Source: an optimization exercise on an open RTL-to-GDS flow (aim: small area and a short achievable clock period). Production flows keep margins and buffers that such runs may drop. Power and IR drop assume default switching activity.

Design byte_ring_fifo_with_rewind_top, start of the top module:
module byte_ring_fifo_with_rewind_top (
  input  logic        clk,
  input  logic        rst_n,
  input  logic        in_valid,
  output logic        in_stall,
  input  logic [21:0] in_req,
  output logic        out_valid,
  input  logic        out_stall,
  output logic [41:0] out_rsp,
  input  logic        cfg_valid,
  output logic        cfg_ready,
  input  logic [10:0] cfg_data
);
  logic [1:0]  kind;
  logic [7:0]  data_in;
  logic [10:0] rc;
  logic        last;
  assign kind    = in_req[21:20];
  assign data_in = in_req[19:12];
  assign rc      = in_req[11:1];
  assign last    = in_req[0];
  logic [8:0]  depth_r;
  logic [7:0]  rp_r, wp_r;
  logic [8:0]  held_r;
  logic [8:0]  free_r;
  logic [10:0] bc_r;
  logic        clr_r;
  logic [7:0]  clr_cnt_r;
  logic        s1_valid_r, out_valid_r;
  logic        s1_rd_r;
  logic [15:0] s1_rhi_r, s1_rlo_r;
  logic        s1_acc_r;
  logic [8:0]  s1_fill_r;
  ...
clock: 6.3 ns
lec_check: 0
abc_clock_period_in_ps: 3000
cap_margin: 20
core_margin: 2
core_utilization: 50
cts_buf_list: sky130_fd_sc_hd__clkbuf_8
cts_cluster_diameter: 50
cts_cluster_size: 16
setup_slack_margin: 3.0
slew_margin: 20
synth_hierarchical: 1
run.sh (not shown) runs the stock make flow with config.mk's settings and CLKGATE_MAP_FILE= SYNTH_SCRIPT=/design/flow/synth_recipe.tcl, a recipe that flattens the netlist after the stock synthesis.
Next try:
--- a/flow/design.v
+++ b/flow/design.v
@@ -54,14 +54,13 @@
   logic        s1_rd_r;
   logic [15:0] s1_rhi_r, s1_rlo_r;
   logic        s1_acc_r;
   logic [8:0]  s1_fill_r;
   logic [10:0] s1_val_r;
   logic        s1_rw_r;
-  logic [7:0]  o_raw_r;
-  logic        o_inv_r;
+  logic [7:0]  o_data_r;
   logic        o_acc_r;
   logic [8:0]  o_fill_r;
   logic [10:0] o_bm_r;
   logic [8:0]  o_rew_r;
   logic        in_acc, s1_move;
   logic        is_w, is_r, is_f, is_rw;
@@ -198,68 +197,60 @@
       s1_acc_r  <= w_ok | r_ok | is_f | is_rw;
       s1_fill_r <= held_nxt;
       s1_val_r  <= is_rw ? {2'b00, rew} : (((is_w | is_r) & last) ? bc_mv : 11'd0);
       s1_rw_r   <= is_rw;
     end
     if (s1_move) begin
-      o_raw_r  <= rd_raw;
-      o_inv_r  <= ph_r & s1_rd_r;
+      o_data_r <= rd_raw ^ {8{ph_r & s1_rd_r}};
       o_acc_r  <= s1_acc_r;
       o_fill_r <= s1_fill_r;
       o_bm_r   <= s1_rw_r ? 11'd0 : s1_val_r;
       o_rew_r  <= s1_rw_r ? s1_val_r[8:0] : 9'd0;
     end
   end
   assign out_valid = out_valid_r;
-  assign out_rsp   = {o_raw_r ^ {8{o_inv_r}}, o_acc_r, 2'b00, o_fill_r, o_bm_r,
-                      2'b00, o_rew_r};
+  assign out_rsp   = {o_data_r, o_acc_r, 2'b00, o_fill_r, o_bm_r, 2'b00, o_rew_r};
   logic [7:0]   mem [256];
   logic         ph_r;
   logic         st_we;
   logic [7:0]   st_wa, st_wd;
   assign st_we = clr_r | (in_acc & w_ok);
   assign st_wa = clr_r ? clr_cnt_r : wp_r;
   assign st_wd = clr_r ? 8'd0 : data_in;
   logic [2:0]   pend_r;
+  logic [7:0]   w1_addr_r;
   logic [7:0]   w1_z_r;
   always_ff @(posedge clk) begin
     if (!rst_n) ph_r <= 1'b0;
     else        ph_r <= ~ph_r;
   end
   logic [2:0]   new_g;
-  logic [6:0]   gaddr_r [1:2];
+  logic [6:0]   gaddr [3];
   logic [7:0]   z [3];
-  logic [7:0]   wp_d, cnt_d, wa_d;
-  logic         clr_d;
-  assign wp_d  = !rst_n ? 8'd0 : cfg_valid ? 8'd0 : in_acc ? wp_nxt : wp_r;
-  assign clr_d = !rst_n | (clr_r & (clr_cnt_r != 8'd255));
-  assign cnt_d = !rst_n ? 8'd0 : clr_r ? clr_cnt_r + 8'd1 : clr_cnt_r;
-  assign wa_d  = clr_d ? cnt_d : wp_d;
   function automatic logic [1:0] grp(input logic [7:0] a);
     grp = a[0] ? 2'd2 : ((a[7:1] == 7'd0) ? 2'd0 : 2'd1);
   endfunction
   always_comb begin
     for (int g = 0; g < 3; g++) begin
       new_g[g]  = st_we & (grp(st_wa) == 2'(g));
+      gaddr[g]  = pend_r[g] ? w1_addr_r[7:1] : st_wa[7:1];
       z[g]      = ({8{new_g[g]}} & (st_wd ^ {8{ph_r}}))
                 | ({8{pend_r[g]}} & w1_z_r);
     end
   end
   always_ff @(posedge clk) begin
     pend_r    <= new_g;
+    w1_addr_r <= st_wa;
     w1_z_r    <= ~(st_wd ^ {8{ph_r}});
-    for (int g = 1; g < 3; g++) begin
-      gaddr_r[g] <= new_g[g] ? st_wa[7:1] : wa_d[7:1];
-    end
   end
   logic [255:0] wsel;
   always_comb begin
     for (int i = 0; i < 256; i++) begin
       if (i == 0)          wsel[i] = 1'b1;
-      else if (i % 2 == 0) wsel[i] = (gaddr_r[1] == 7'(i / 2));
-      else                 wsel[i] = (gaddr_r[2] == 7'(i / 2));
+      else if (i % 2 == 0) wsel[i] = (gaddr[1] == 7'(i / 2));
+      else                 wsel[i] = (gaddr[2] == 7'(i / 2));
     end
   end
   for (genvar i = 0; i < 256; i++) begin : g_ent
     localparam int G = (i == 0) ? 0 : ((i % 2 == 0) ? 1 : 2);
     always_ff @(posedge clk) begin
       mem[i] <= ~(mem[i] | ({8{wsel[i]}} & z[G]));
Result: Sequential share of layout area fell by 1.1 points. Via count fell by about 1.5%. Non-clock buffer count rose by 54. Critical path depth rose by 2. Combinational power fell by about 9%. Synthesized cell count fell by 0.38%. Total power fell by about 0.6%.
Function was not checked in any run of this note: the RTL went through the layout flow alone.

-- afterwards: timing with drivers on the ports --
No port has a modelled driver above. Below, the same layouts with a new extraction and two added sets of constraints.
Step 1 assumes that a clkbuf_16 drives the clock port and a buf_2 every other input.
Step 2 moves the port delays by t, midway between the first and last clock arrival at a register: inputs arrive t later, outputs are due t later. That takes back most of the time a late clock gives input paths.
a / b / c = no drivers / after step 1 / after step 2; a / b = the first two.
run | shift t [ns] | setup WS [ns] | worst hold slack (ns) | clock arrival spread, ns | pins driven straight from the clock port
the first run | 1.046 | 2.863 / 2.863 / 2.179 | 0.410 / 0.410 / 0.410 | 0.072 / 0.073 | 1
the second run | 1.048 | 2.827 / 2.827 / 2.025 | 0.409 / 0.409 / 0.409 | 0.077 / 0.077 | 1
After both steps every run listed still meets setup and hold. The setup slack of the second run, which loses most, moves by 0.000 ns with the drivers and by -0.802 ns with both steps.
